This is an optimization exercise on Yosys and OpenROAD, whose aim is small area, a short achievable clock period and few clock cycles per item, not a production implementation.

==> run a: inputs <==
Design butterfly_pipe_unit, start of the top module:
module butterfly_pipe_unit #(
    parameter int unsigned WIDTH         = 16,
    parameter int unsigned FRACTION_BITS = 14,
    parameter int unsigned TAG_WIDTH     = 5
) (
    input  logic                 CLK,
    input  logic                 RST,
    input  logic                 in_valid,
    output logic                 in_ready,
    input  logic [WIDTH-1:0]     in_1_real,
    input  logic [WIDTH-1:0]     in_1_imag,
    input  logic [WIDTH-1:0]     in_2_real,
    input  logic [WIDTH-1:0]     in_2_imag,
    input  logic [WIDTH-1:0]     twiddle_real,
    input  logic [WIDTH-1:0]     twiddle_imag,
    input  logic [TAG_WIDTH-1:0] in_tag,
    input  logic                 mode_inverse,
    input  logic                 scale_half,
    output logic                 out_valid,
    input  logic                 out_ready,
    output logic [WIDTH-1:0]     even_real,
    output logic [WIDTH-1:0]     even_imag,
    output logic [WIDTH-1:0]     odd_real,
    output logic [WIDTH-1:0]     odd_imag,
    output logic [TAG_WIDTH-1:0] out_tag,
    output logic                 ovf_flag,
    input  logic                 ovf_clear
);
clock: 10.0 ns
lec_check: 0
abc_clock_period_in_ps: 3000
cap_margin: 20
core_margin: 2
core_utilization: 40
setup_slack_margin: 5
slew_margin: 20
run.sh (not shown) runs the stock make flow with config.mk's settings and CLKGATE_MAP_FILE= SYNTH_SCRIPT=/design/flow/synth_recipe.tcl, a recipe that flattens the netlist after the stock synthesis.
==> inputs of run b, as changes to run a <==
Settings changed: ABC_CLOCK_PERIOD_IN_PS 3000 to default, SETUP_SLACK_MARGIN 5 to default.
==> results.txt <==
status finished clean; most frequent cells in the layout 659 x inv_1, 514 x fa_1, 497 x xnor2_1; Final Util 0.443; Setup crit start dr1_neg_q[3]$_DFFE_PP_; Fillers around 10,000; initial antenna violation count 0; FF-to-FF path depth 14; Critical Path AT 6.42 ns; DRT Pass-1 Iters 6; uppermost layer routed met4; multi-input logic area roughly 0.028 sq mm
Source of the figures above: run b

==> results.txt <==
status finished clean; initial antenna violation count 4; multi-input combinational area share 0.579; Yosys warning total 1; Yosys cell types 82; most frequent cells in the layout 652 x inv_1, 498 x fa_1, 492 x xnor2_1; Fillers between 10,000 and 15,000; uppermost layer routed met5; DP Worst Slack 3.95 ns; Critical Path AT 5.40 ns; Largest register FFs 70; FF-to-FF path depth 16; Setup crit start b1r_q[4]$_DFFE_PP_; DRT Pass-1 Iters 7; # port buffers 179
Source of the figures above: run a

Function was not checked in any run of this note: the RTL went through the layout flow alone.

========
==> run Y: inputs <==
butterfly_pipe_unit, a different RTL version from the one above (not shown whole).
export LEC_CHECK = 0
export ABC_CLOCK_PERIOD_IN_PS = 3000
export CAP_MARGIN = 20
export CORE_MARGIN = 2
export CORE_UTILIZATION = 55
export PLACE_DENSITY = 0.72
export SETUP_SLACK_MARGIN = 5
export SLEW_MARGIN = 20
create_clock -name core_clock -period 10.0 [get_ports {CLK}]
standard.sh (not shown) runs the stock make flow with config.mk's settings and CLKGATE_MAP_FILE= SYNTH_SCRIPT=/design/flow/synth_recipe.tcl, a recipe that flattens the netlist after the stock synthesis.
==> flow/flow/run.sh <==
#!/bin/bash
set -e
bash standard.sh SETUP_SLACK_MARGIN=${FLOW_MARGIN:-6.5} \
  "BUFFER_PORTS_ARGS=-buffer_cell sky130_fd_sc_hd__buf_1" finish > standard.log 2>&1
==> run M (differences from run Y) <==
--- a/flow/design.v
+++ b/flow/design.v
@@ -23,18 +23,18 @@
     output logic [WIDTH-1:0]     odd_real,
     output logic [WIDTH-1:0]     odd_imag,
     output logic [TAG_WIDTH-1:0] out_tag,
     output logic                 ovf_flag,
     input  logic                 ovf_clear
 );
     localparam int unsigned SW = 19;                          
     localparam int unsigned RW = 4 * WIDTH + TAG_WIDTH + 1;   
-    logic en_q, rdy_q;    
-    assign in_ready = rdy_q;
+    logic en_q;
+    assign in_ready = en_q;
     logic [7:0] dr_one, dr_two, dr_neg, di_one, di_two, di_neg;
     always_comb begin
         for (int j = 0; j < 8; j++) begin
             logic r2, r1, r0, i2, i1, i0;
             r2 = twiddle_real[2*j+1];  r1 = twiddle_real[2*j];
             r0 = (j == 0) ? 1'b0 : twiddle_real[2*j-1];
             i2 = twiddle_imag[2*j+1];  i1 = twiddle_imag[2*j];
             i0 = (j == 0) ? 1'b0 : twiddle_imag[2*j-1];
@@ -1598,21 +1598,16 @@
     wire hs792 = cs2r_q[89] ^ cs2r_q[90];
     wire hc793 = cs2r_q[89] & cs2r_q[90];
     wire [32:0] xr_s = {1'b1, hc791, hc789, hc787, hc785, hc783, hs782, hc779, fc775, fc773, fc769, fc765, fc761, fc757, fc753, fc749, fc745, fc741, hc737, fc733, fc731, hc727, fs724, cs2r_q[20], cs2r_q[15], cs2r_q[13], cs2r_q[11], cs2r_q[9], cs2r_q[7], cs2r_q[5], cs2r_q[3], cs2r_q[2], cs2r_q[0]};
     wire [32:0] xr_c = {hc793, hs792, hs790, hs788, hs786, hs784, fc781, fs780, hs778, fs774, fs772, fs768, fs764, fs760, fs756, fs752, fs748, fs744, fs740, hs736, fs732, fs730, hs726, fs722, cs2r_q[16], cs2r_q[14], cs2r_q[12], cs2r_q[10], cs2r_q[8], cs2r_q[6], cs2r_q[4], 1'b0, cs2r_q[1]};
     wire [14:0] xr_lo = {1'b0, xr_s[13:0]} + {1'b0, xr_c[13:0]};
     wire [18:0] fr_s = {ah2r_q[16] ^ xr_s[32] ^ xr_c[32], ah2r_q[16] ^ xr_s[31] ^ xr_c[31], ah2r_q[16] ^ xr_s[30] ^ xr_c[30], ah2r_q[15] ^ xr_s[29] ^ xr_c[29], ah2r_q[14] ^ xr_s[28] ^ xr_c[28], ah2r_q[13] ^ xr_s[27] ^ xr_c[27], ah2r_q[12] ^ xr_s[26] ^ xr_c[26], ah2r_q[11] ^ xr_s[25] ^ xr_c[25], ah2r_q[10] ^ xr_s[24] ^ xr_c[24], ah2r_q[9] ^ xr_s[23] ^ xr_c[23], ah2r_q[8] ^ xr_s[22] ^ xr_c[22], ah2r_q[7] ^ xr_s[21] ^ xr_c[21], ah2r_q[6] ^ xr_s[20] ^ xr_c[20], ah2r_q[5] ^ xr_s[19] ^ xr_c[19], ah2r_q[4] ^ xr_s[18] ^ xr_c[18], ah2r_q[3] ^ xr_s[17] ^ xr_c[17], ah2r_q[2] ^ xr_s[16] ^ xr_c[16], ah2r_q[1] ^ xr_s[15] ^ xr_c[15], ah2r_q[0] ^ xr_s[14] ^ xr_c[14]};
     wire [18:0] fr_ce = {(ah2r_q[16] & xr_s[32]) | (ah2r_q[16] & xr_c[32]) | (xr_s[32] & xr_c[32]), (ah2r_q[16] & xr_s[31]) | (ah2r_q[16] & xr_c[31]) | (xr_s[31] & xr_c[31]), (ah2r_q[16] & xr_s[30]) | (ah2r_q[16] & xr_c[30]) | (xr_s[30] & xr_c[30]), (ah2r_q[15] & xr_s[29]) | (ah2r_q[15] & xr_c[29]) | (xr_s[29] & xr_c[29]), (ah2r_q[14] & xr_s[28]) | (ah2r_q[14] & xr_c[28]) | (xr_s[28] & xr_c[28]), (ah2r_q[13] & xr_s[27]) | (ah2r_q[13] & xr_c[27]) | (xr_s[27] & xr_c[27]), (ah2r_q[12] & xr_s[26]) | (ah2r_q[12] & xr_c[26]) | (xr_s[26] & xr_c[26]), (ah2r_q[11] & xr_s[25]) | (ah2r_q[11] & xr_c[25]) | (xr_s[25] & xr_c[25]), (ah2r_q[10] & xr_s[24]) | (ah2r_q[10] & xr_c[24]) | (xr_s[24] & xr_c[24]), (ah2r_q[9] & xr_s[23]) | (ah2r_q[9] & xr_c[23]) | (xr_s[23] & xr_c[23]), (ah2r_q[8] & xr_s[22]) | (ah2r_q[8] & xr_c[22]) | (xr_s[22] & xr_c[22]), (ah2r_q[7] & xr_s[21]) | (ah2r_q[7] & xr_c[21]) | (xr_s[21] & xr_c[21]), (ah2r_q[6] & xr_s[20]) | (ah2r_q[6] & xr_c[20]) | (xr_s[20] & xr_c[20]), (ah2r_q[5] & xr_s[19]) | (ah2r_q[5] & xr_c[19]) | (xr_s[19] & xr_c[19]), (ah2r_q[4] & xr_s[18]) | (ah2r_q[4] & xr_c[18]) | (xr_s[18] & xr_c[18]), (ah2r_q[3] & xr_s[17]) | (ah2r_q[3] & xr_c[17]) | (xr_s[17] & xr_c[17]), (ah2r_q[2] & xr_s[16]) | (ah2r_q[2] & xr_c[16]) | (xr_s[16] & xr_c[16]), (ah2r_q[1] & xr_s[15]) | (ah2r_q[1] & xr_c[15]) | (xr_s[15] & xr_c[15]), (ah2r_q[0] & xr_s[14]) | (ah2r_q[0] & xr_c[14]) | (xr_s[14] & xr_c[14])};
     wire [18:0] fr_co = {(ah2r_q[16] & ~xr_s[32]) | (ah2r_q[16] & ~xr_c[32]) | (~xr_s[32] & ~xr_c[32]), (ah2r_q[16] & ~xr_s[31]) | (ah2r_q[16] & ~xr_c[31]) | (~xr_s[31] & ~xr_c[31]), (ah2r_q[16] & ~xr_s[30]) | (ah2r_q[16] & ~xr_c[30]) | (~xr_s[30] & ~xr_c[30]), (ah2r_q[15] & ~xr_s[29]) | (ah2r_q[15] & ~xr_c[29]) | (~xr_s[29] & ~xr_c[29]), (ah2r_q[14] & ~xr_s[28]) | (ah2r_q[14] & ~xr_c[28]) | (~xr_s[28] & ~xr_c[28]), (ah2r_q[13] & ~xr_s[27]) | (ah2r_q[13] & ~xr_c[27]) | (~xr_s[27] & ~xr_c[27]), (ah2r_q[12] & ~xr_s[26]) | (ah2r_q[12] & ~xr_c[26]) | (~xr_s[26] & ~xr_c[26]), (ah2r_q[11] & ~xr_s[25]) | (ah2r_q[11] & ~xr_c[25]) | (~xr_s[25] & ~xr_c[25]), (ah2r_q[10] & ~xr_s[24]) | (ah2r_q[10] & ~xr_c[24]) | (~xr_s[24] & ~xr_c[24]), (ah2r_q[9] & ~xr_s[23]) | (ah2r_q[9] & ~xr_c[23]) | (~xr_s[23] & ~xr_c[23]), (ah2r_q[8] & ~xr_s[22]) | (ah2r_q[8] & ~xr_c[22]) | (~xr_s[22] & ~xr_c[22]), (ah2r_q[7] & ~xr_s[21]) | (ah2r_q[7] & ~xr_c[21]) | (~xr_s[21] & ~xr_c[21]), (ah2r_q[6] & ~xr_s[20]) | (ah2r_q[6] & ~xr_c[20]) | (~xr_s[20] & ~xr_c[20]), (ah2r_q[5] & ~xr_s[19]) | (ah2r_q[5] & ~xr_c[19]) | (~xr_s[19] & ~xr_c[19]), (ah2r_q[4] & ~xr_s[18]) | (ah2r_q[4] & ~xr_c[18]) | (~xr_s[18] & ~xr_c[18]), (ah2r_q[3] & ~xr_s[17]) | (ah2r_q[3] & ~xr_c[17]) | (~xr_s[17] & ~xr_c[17]), (ah2r_q[2] & ~xr_s[16]) | (ah2r_q[2] & ~xr_c[16]) | (~xr_s[16] & ~xr_c[16]), (ah2r_q[1] & ~xr_s[15]) | (ah2r_q[1] & ~xr_c[15]) | (~xr_s[15] & ~xr_c[15]), (ah2r_q[0] & ~xr_s[14]) | (ah2r_q[0] & ~xr_c[14]) | (~xr_s[14] & ~xr_c[14])};
-    wire [18:0] fr_x = half2_q ? {fr_s[18], fr_s[18:1]} : fr_s;
-    wire [18:0] fr_ye = half2_q ? fr_ce : {fr_ce[17:0], xr_lo[14]};
-    wire [18:0] fr_yo = half2_q ? fr_co : {fr_co[17:0], ~xr_lo[14]};
-    wire fr_cie = half2_q & fr_s[0] & xr_lo[14];
-    wire fr_cio = ~half2_q | fr_s[0] | ~xr_lo[14];
     wire fs1515 = cs2i_q[17] ^ cs2i_q[18] ^ cs2i_q[19];
     wire fc1516 = (cs2i_q[17] & cs2i_q[18]) | (cs2i_q[17] & cs2i_q[19]) | (cs2i_q[18] & cs2i_q[19]);
     wire fs1517 = cs2i_q[21] ^ cs2i_q[22] ^ cs2i_q[23];
     wire fc1518 = (cs2i_q[21] & cs2i_q[22]) | (cs2i_q[21] & cs2i_q[23]) | (cs2i_q[22] & cs2i_q[23]);
     wire hs1519 = cs2i_q[24] ^ fc1516;
     wire hc1520 = cs2i_q[24] & fc1516;
     wire fs1521 = cs2i_q[25] ^ cs2i_q[26] ^ cs2i_q[27];
     wire fc1522 = (cs2i_q[25] & cs2i_q[26]) | (cs2i_q[25] & cs2i_q[27]) | (cs2i_q[26] & cs2i_q[27]);
@@ -1681,54 +1676,46 @@
     wire hs1585 = cs2i_q[89] ^ cs2i_q[90];
     wire hc1586 = cs2i_q[89] & cs2i_q[90];
     wire [32:0] xi_s = {1'b1, hc1584, hc1582, hc1580, hc1578, hc1576, hs1575, hc1572, fc1568, fc1566, fc1562, fc1558, fc1554, fc1550, fc1546, fc1542, fc1538, fc1534, hc1530, fc1526, fc1524, hc1520, fs1517, cs2i_q[20], cs2i_q[15], cs2i_q[13], cs2i_q[11], cs2i_q[9], cs2i_q[7], cs2i_q[5], cs2i_q[3], cs2i_q[2], cs2i_q[0]};
     wire [32:0] xi_c = {hc1586, hs1585, hs1583, hs1581, hs1579, hs1577, fc1574, fs1573, hs1571, fs1567, fs1565, fs1561, fs1557, fs1553, fs1549, fs1545, fs1541, fs1537, fs1533, hs1529, fs1525, fs1523, hs1519, fs1515, cs2i_q[16], cs2i_q[14], cs2i_q[12], cs2i_q[10], cs2i_q[8], cs2i_q[6], cs2i_q[4], 1'b0, cs2i_q[1]};
     wire [14:0] xi_lo = {1'b0, xi_s[13:0]} + {1'b0, xi_c[13:0]};
     wire [18:0] fi_s = {ah2i_q[16] ^ xi_s[32] ^ xi_c[32], ah2i_q[16] ^ xi_s[31] ^ xi_c[31], ah2i_q[16] ^ xi_s[30] ^ xi_c[30], ah2i_q[15] ^ xi_s[29] ^ xi_c[29], ah2i_q[14] ^ xi_s[28] ^ xi_c[28], ah2i_q[13] ^ xi_s[27] ^ xi_c[27], ah2i_q[12] ^ xi_s[26] ^ xi_c[26], ah2i_q[11] ^ xi_s[25] ^ xi_c[25], ah2i_q[10] ^ xi_s[24] ^ xi_c[24], ah2i_q[9] ^ xi_s[23] ^ xi_c[23], ah2i_q[8] ^ xi_s[22] ^ xi_c[22], ah2i_q[7] ^ xi_s[21] ^ xi_c[21], ah2i_q[6] ^ xi_s[20] ^ xi_c[20], ah2i_q[5] ^ xi_s[19] ^ xi_c[19], ah2i_q[4] ^ xi_s[18] ^ xi_c[18], ah2i_q[3] ^ xi_s[17] ^ xi_c[17], ah2i_q[2] ^ xi_s[16] ^ xi_c[16], ah2i_q[1] ^ xi_s[15] ^ xi_c[15], ah2i_q[0] ^ xi_s[14] ^ xi_c[14]};
     wire [18:0] fi_ce = {(ah2i_q[16] & xi_s[32]) | (ah2i_q[16] & xi_c[32]) | (xi_s[32] & xi_c[32]), (ah2i_q[16] & xi_s[31]) | (ah2i_q[16] & xi_c[31]) | (xi_s[31] & xi_c[31]), (ah2i_q[16] & xi_s[30]) | (ah2i_q[16] & xi_c[30]) | (xi_s[30] & xi_c[30]), (ah2i_q[15] & xi_s[29]) | (ah2i_q[15] & xi_c[29]) | (xi_s[29] & xi_c[29]), (ah2i_q[14] & xi_s[28]) | (ah2i_q[14] & xi_c[28]) | (xi_s[28] & xi_c[28]), (ah2i_q[13] & xi_s[27]) | (ah2i_q[13] & xi_c[27]) | (xi_s[27] & xi_c[27]), (ah2i_q[12] & xi_s[26]) | (ah2i_q[12] & xi_c[26]) | (xi_s[26] & xi_c[26]), (ah2i_q[11] & xi_s[25]) | (ah2i_q[11] & xi_c[25]) | (xi_s[25] & xi_c[25]), (ah2i_q[10] & xi_s[24]) | (ah2i_q[10] & xi_c[24]) | (xi_s[24] & xi_c[24]), (ah2i_q[9] & xi_s[23]) | (ah2i_q[9] & xi_c[23]) | (xi_s[23] & xi_c[23]), (ah2i_q[8] & xi_s[22]) | (ah2i_q[8] & xi_c[22]) | (xi_s[22] & xi_c[22]), (ah2i_q[7] & xi_s[21]) | (ah2i_q[7] & xi_c[21]) | (xi_s[21] & xi_c[21]), (ah2i_q[6] & xi_s[20]) | (ah2i_q[6] & xi_c[20]) | (xi_s[20] & xi_c[20]), (ah2i_q[5] & xi_s[19]) | (ah2i_q[5] & xi_c[19]) | (xi_s[19] & xi_c[19]), (ah2i_q[4] & xi_s[18]) | (ah2i_q[4] & xi_c[18]) | (xi_s[18] & xi_c[18]), (ah2i_q[3] & xi_s[17]) | (ah2i_q[3] & xi_c[17]) | (xi_s[17] & xi_c[17]), (ah2i_q[2] & xi_s[16]) | (ah2i_q[2] & xi_c[16]) | (xi_s[16] & xi_c[16]), (ah2i_q[1] & xi_s[15]) | (ah2i_q[1] & xi_c[15]) | (xi_s[15] & xi_c[15]), (ah2i_q[0] & xi_s[14]) | (ah2i_q[0] & xi_c[14]) | (xi_s[14] & xi_c[14])};
     wire [18:0] fi_co = {(ah2i_q[16] & ~xi_s[32]) | (ah2i_q[16] & ~xi_c[32]) | (~xi_s[32] & ~xi_c[32]), (ah2i_q[16] & ~xi_s[31]) | (ah2i_q[16] & ~xi_c[31]) | (~xi_s[31] & ~xi_c[31]), (ah2i_q[16] & ~xi_s[30]) | (ah2i_q[16] & ~xi_c[30]) | (~xi_s[30] & ~xi_c[30]), (ah2i_q[15] & ~xi_s[29]) | (ah2i_q[15] & ~xi_c[29]) | (~xi_s[29] & ~xi_c[29]), (ah2i_q[14] & ~xi_s[28]) | (ah2i_q[14] & ~xi_c[28]) | (~xi_s[28] & ~xi_c[28]), (ah2i_q[13] & ~xi_s[27]) | (ah2i_q[13] & ~xi_c[27]) | (~xi_s[27] & ~xi_c[27]), (ah2i_q[12] & ~xi_s[26]) | (ah2i_q[12] & ~xi_c[26]) | (~xi_s[26] & ~xi_c[26]), (ah2i_q[11] & ~xi_s[25]) | (ah2i_q[11] & ~xi_c[25]) | (~xi_s[25] & ~xi_c[25]), (ah2i_q[10] & ~xi_s[24]) | (ah2i_q[10] & ~xi_c[24]) | (~xi_s[24] & ~xi_c[24]), (ah2i_q[9] & ~xi_s[23]) | (ah2i_q[9] & ~xi_c[23]) | (~xi_s[23] & ~xi_c[23]), (ah2i_q[8] & ~xi_s[22]) | (ah2i_q[8] & ~xi_c[22]) | (~xi_s[22] & ~xi_c[22]), (ah2i_q[7] & ~xi_s[21]) | (ah2i_q[7] & ~xi_c[21]) | (~xi_s[21] & ~xi_c[21]), (ah2i_q[6] & ~xi_s[20]) | (ah2i_q[6] & ~xi_c[20]) | (~xi_s[20] & ~xi_c[20]), (ah2i_q[5] & ~xi_s[19]) | (ah2i_q[5] & ~xi_c[19]) | (~xi_s[19] & ~xi_c[19]), (ah2i_q[4] & ~xi_s[18]) | (ah2i_q[4] & ~xi_c[18]) | (~xi_s[18] & ~xi_c[18]), (ah2i_q[3] & ~xi_s[17]) | (ah2i_q[3] & ~xi_c[17]) | (~xi_s[17] & ~xi_c[17]), (ah2i_q[2] & ~xi_s[16]) | (ah2i_q[2] & ~xi_c[16]) | (~xi_s[16] & ~xi_c[16]), (ah2i_q[1] & ~xi_s[15]) | (ah2i_q[1] & ~xi_c[15]) | (~xi_s[15] & ~xi_c[15]), (ah2i_q[0] & ~xi_s[14]) | (ah2i_q[0] & ~xi_c[14]) | (~xi_s[14] & ~xi_c[14])};
-    wire [18:0] fi_x = half2_q ? {fi_s[18], fi_s[18:1]} : fi_s;
-    wire [18:0] fi_ye = half2_q ? fi_ce : {fi_ce[17:0], xi_lo[14]};
-    wire [18:0] fi_yo = half2_q ? fi_co : {fi_co[17:0], ~xi_lo[14]};
-    wire fi_cie = half2_q & fi_s[0] & xi_lo[14];
-    wire fi_cio = ~half2_q | fi_s[0] | ~xi_lo[14];
     logic                    v3_q;
-    logic [SW-1:0]           p3r_x_q, p3r_ye_q, p3r_yo_q, p3i_x_q, p3i_ye_q, p3i_yo_q;
-    logic                    p3r_cie_q, p3r_cio_q, p3i_cie_q, p3i_cio_q;
+    logic [SW-1:0]           p3r_s_q, p3r_ce_q, p3r_co_q, p3i_s_q, p3i_ce_q, p3i_co_q;
+    logic                    p3r_k_q, p3i_k_q;
     logic                    half3_q;
     logic [TAG_WIDTH-1:0]    tag3_q;
     always_ff @(posedge CLK) begin
         if (!RST)      v3_q <= 1'b0;
         else if (en_q) v3_q <= v2_q;
         if (en_q) begin
-            p3r_x_q <= fr_x;  p3r_ye_q <= fr_ye;  p3r_yo_q <= fr_yo;
-            p3r_cie_q <= fr_cie;  p3r_cio_q <= fr_cio;
-            p3i_x_q <= fi_x;  p3i_ye_q <= fi_ye;  p3i_yo_q <= fi_yo;
-            p3i_cie_q <= fi_cie;  p3i_cio_q <= fi_cio;
+            p3r_s_q <= fr_s;  p3r_ce_q <= fr_ce;  p3r_co_q <= fr_co;  p3r_k_q <= xr_lo[14];
+            p3i_s_q <= fi_s;  p3i_ce_q <= fi_ce;  p3i_co_q <= fi_co;  p3i_k_q <= xi_lo[14];
             half3_q <= half2_q;
             tag3_q  <= tag2_q;
         end
     end
     logic signed [SW-1:0] ser, sei, sor, soi;
-    wire [19:0] sumer = {p3r_x_q, 1'b1} + {p3r_ye_q, p3r_cie_q};
+    wire [19:0] sumer = {p3r_s_q, 1'b1} + {{p3r_ce_q[17:0], p3r_k_q}, 1'b0};
     assign ser = sumer[19:1];
-    wire [19:0] sumor = {p3r_x_q, 1'b1} + {p3r_yo_q, p3r_cio_q};
+    wire [19:0] sumor = {p3r_s_q, 1'b1} + {{p3r_co_q[17:0], ~p3r_k_q}, 1'b1};
     assign sor = sumor[19:1];
-    wire [19:0] sumei = {p3i_x_q, 1'b1} + {p3i_ye_q, p3i_cie_q};
+    wire [19:0] sumei = {p3i_s_q, 1'b1} + {{p3i_ce_q[17:0], p3i_k_q}, 1'b0};
     assign sei = sumei[19:1];
-    wire [19:0] sumoi = {p3i_x_q, 1'b1} + {p3i_yo_q, p3i_cio_q};
+    wire [19:0] sumoi = {p3i_s_q, 1'b1} + {{p3i_co_q[17:0], ~p3i_k_q}, 1'b1};
     assign soi = sumoi[19:1];
     function automatic logic [WIDTH:0] finish(input logic signed [SW-1:0] s, input logic half);
-        logic ovf, neg;
-        ovf = (s[SW-2] ^ s[SW-3]) | (s[SW-3] ^ s[SW-4]) | (!half && (s[SW-1] ^ s[SW-2]));
-        neg = half ? s[SW-2] : s[SW-1];
-        if (!ovf)     finish = {1'b0, s[WIDTH-1:0]};
-        else if (neg) finish = {2'b11, {(WIDTH - 1){1'b0}}};
-        else          finish = {2'b10, {(WIDTH - 1){1'b1}}};
+        logic signed [SW-1:0] v;
+        v = half ? (s >>> 1) : s;
+        if (v[SW-1:WIDTH-1] == '0 || v[SW-1:WIDTH-1] == '1) finish = {1'b0, v[WIDTH-1:0]};
+        else if (v[SW-1])  finish = {2'b11, {(WIDTH - 1){1'b0}}};
+        else               finish = {2'b10, {(WIDTH - 1){1'b1}}};
     endfunction
     logic [WIDTH:0] fer, fei, for_, foi;
     assign fer  = finish(ser, half3_q);
     assign fei  = finish(sei, half3_q);
     assign for_ = finish(sor, half3_q);
     assign foi  = finish(soi, half3_q);
     logic [RW-1:0] res;
     assign res = {fer[WIDTH-1:0], fei[WIDTH-1:0], for_[WIDTH-1:0], foi[WIDTH-1:0], tag3_q,
@@ -1739,24 +1726,22 @@
     assign new_item = en_q && v3_q;
     assign pop      = ov_q && out_ready;
     assign load_out = !ov_q || pop;
     always_ff @(posedge CLK) begin
         if (!RST) begin
             ov_q  <= 1'b0;
             sv_q  <= 1'b0;
             en_q  <= 1'b1;
-            rdy_q <= 1'b1;
             ovf_q <= 1'b0;
         end else begin
             if (load_out) ov_q <= sv_q || new_item;
             if (load_out)      sv_q <= 1'b0;
             else if (new_item) sv_q <= 1'b1;
             en_q  <= !(ov_q && !pop && (sv_q || new_item)) && !(sv_q && !load_out);
-            rdy_q <= !(ov_q && !out_ready && sv_q) && !(ov_q && !out_ready && new_item);
             ovf_q <= (ovf_q && !ovf_clear) ||
                      (load_out && (sv_q ? skid_q[0] : (new_item && res[0])));
         end
         if (load_out) out_q <= sv_q ? skid_q : res;
         if (!load_out && new_item) skid_q <= res;
     end
     assign out_valid = ov_q;
     assign {even_real, even_imag, odd_real, odd_imag, out_tag} = out_q[RW-1:1];
==> flow/flow/run.sh (replaced) <==
#!/bin/bash
set -e
bash standard.sh SETUP_SLACK_MARGIN=${FLOW_MARGIN:-6.5} \
  "BUFFER_PORTS_ARGS=-buffer_cell sky130_fd_sc_hd__buf_2" finish > standard.log 2>&1
Settings changed: ABC_AREA from default to 1, CORE_UTILIZATION 55 to 40, PLACE_DENSITY 0.72 to default.
==> flow_summary.rst <==
.. list-table::
   :header-rows: 1

   * - Metric
     - Value
   * - Run status
     - timing/DRC/antenna clean
   * - CORE AREA
     - 120000 sq um
   * - Initial antenna violation count
     - 6
   * - Met1 track demand over resource
     - 33.1%
   * - Number of combinational gates with multiple inputs
     - 2981
   * - Detailed Route WL
     - 167 mm
   * - Die outline area
     - 124000 sq um
   * - Setup clock skew after layout
     - 0.0275 ns
   * - Sequential standard cell area
     - 18100 sq um
   * - Die height
     - 353 um
   * - Number of clock-tree buffers in the layout
     - 84
   * - Ratio of cells with drive above 1 in the final layout
     - 15.8%
the above is filed under run M

==> flow_summary.rst <==
.. list-table::
   :header-rows: 1

   * - Metric
     - Value
   * - Run status
     - timing/DRC/antenna clean
   * - Sequential standard cell area
     - 18300 sq um
   * - Distinct cell type count after synthesis
     - 85
   * - Number of clock-tree buffers in the layout
     - 79
   * - Setup clock skew after layout
     - 0.0375 ns
   * - Total DRC errors in the routed layout
     - 0
   * - Number of combinational gates with multiple inputs
     - 2698
   * - CP Depth
     - 10
   * - Reported max-cap violation count
     - 0
   * - Detailed Route WL
     - 137 mm
   * - Ratio of cells with drive above 1 in the final layout
     - 13.4%
   * - Met1 track demand over resource
     - 38.6%
   * - Initial antenna violation count
     - 4
the above is filed under run Y

No functional check of the RTL was part of any run of this note.

[what the ideal ports hide]
The flow's constraints put no driver on any port. The routed layouts listed below were extracted and timed again, unchanged, in two steps. Step 1: set_driving_cell puts a clkbuf_16 on CLK and a buf_2 on each other input, an assumption about the parent block. Step 2 also shifts input and output timing later by t, the mid clock arrival at the registers, as if the neighbouring blocks saw the same clock. Three values: no drivers, after step 1, after step 2; two values: the first two.
run	t, ns	setup slack, ns	worst setup path after step 2	slew at the worst register clock pin (ns)
run a	0.676	4.942 / 4.942 / 4.942	register to register	0.08 / 0.08
run b	0.679	3.960 / 3.960 / 3.960	register to register	0.07 / 0.07
run Y	0.703	6.426 / 6.426 / 6.068	input to register	0.07 / 0.07
run M	0.728	6.454 / 6.454 / 5.971	input to register	0.07 / 0.07
After both steps every run listed still meets setup and hold. The setup slack of run M, which loses most, moves by 0.000 ns with the drivers and by -0.483 ns with both steps.
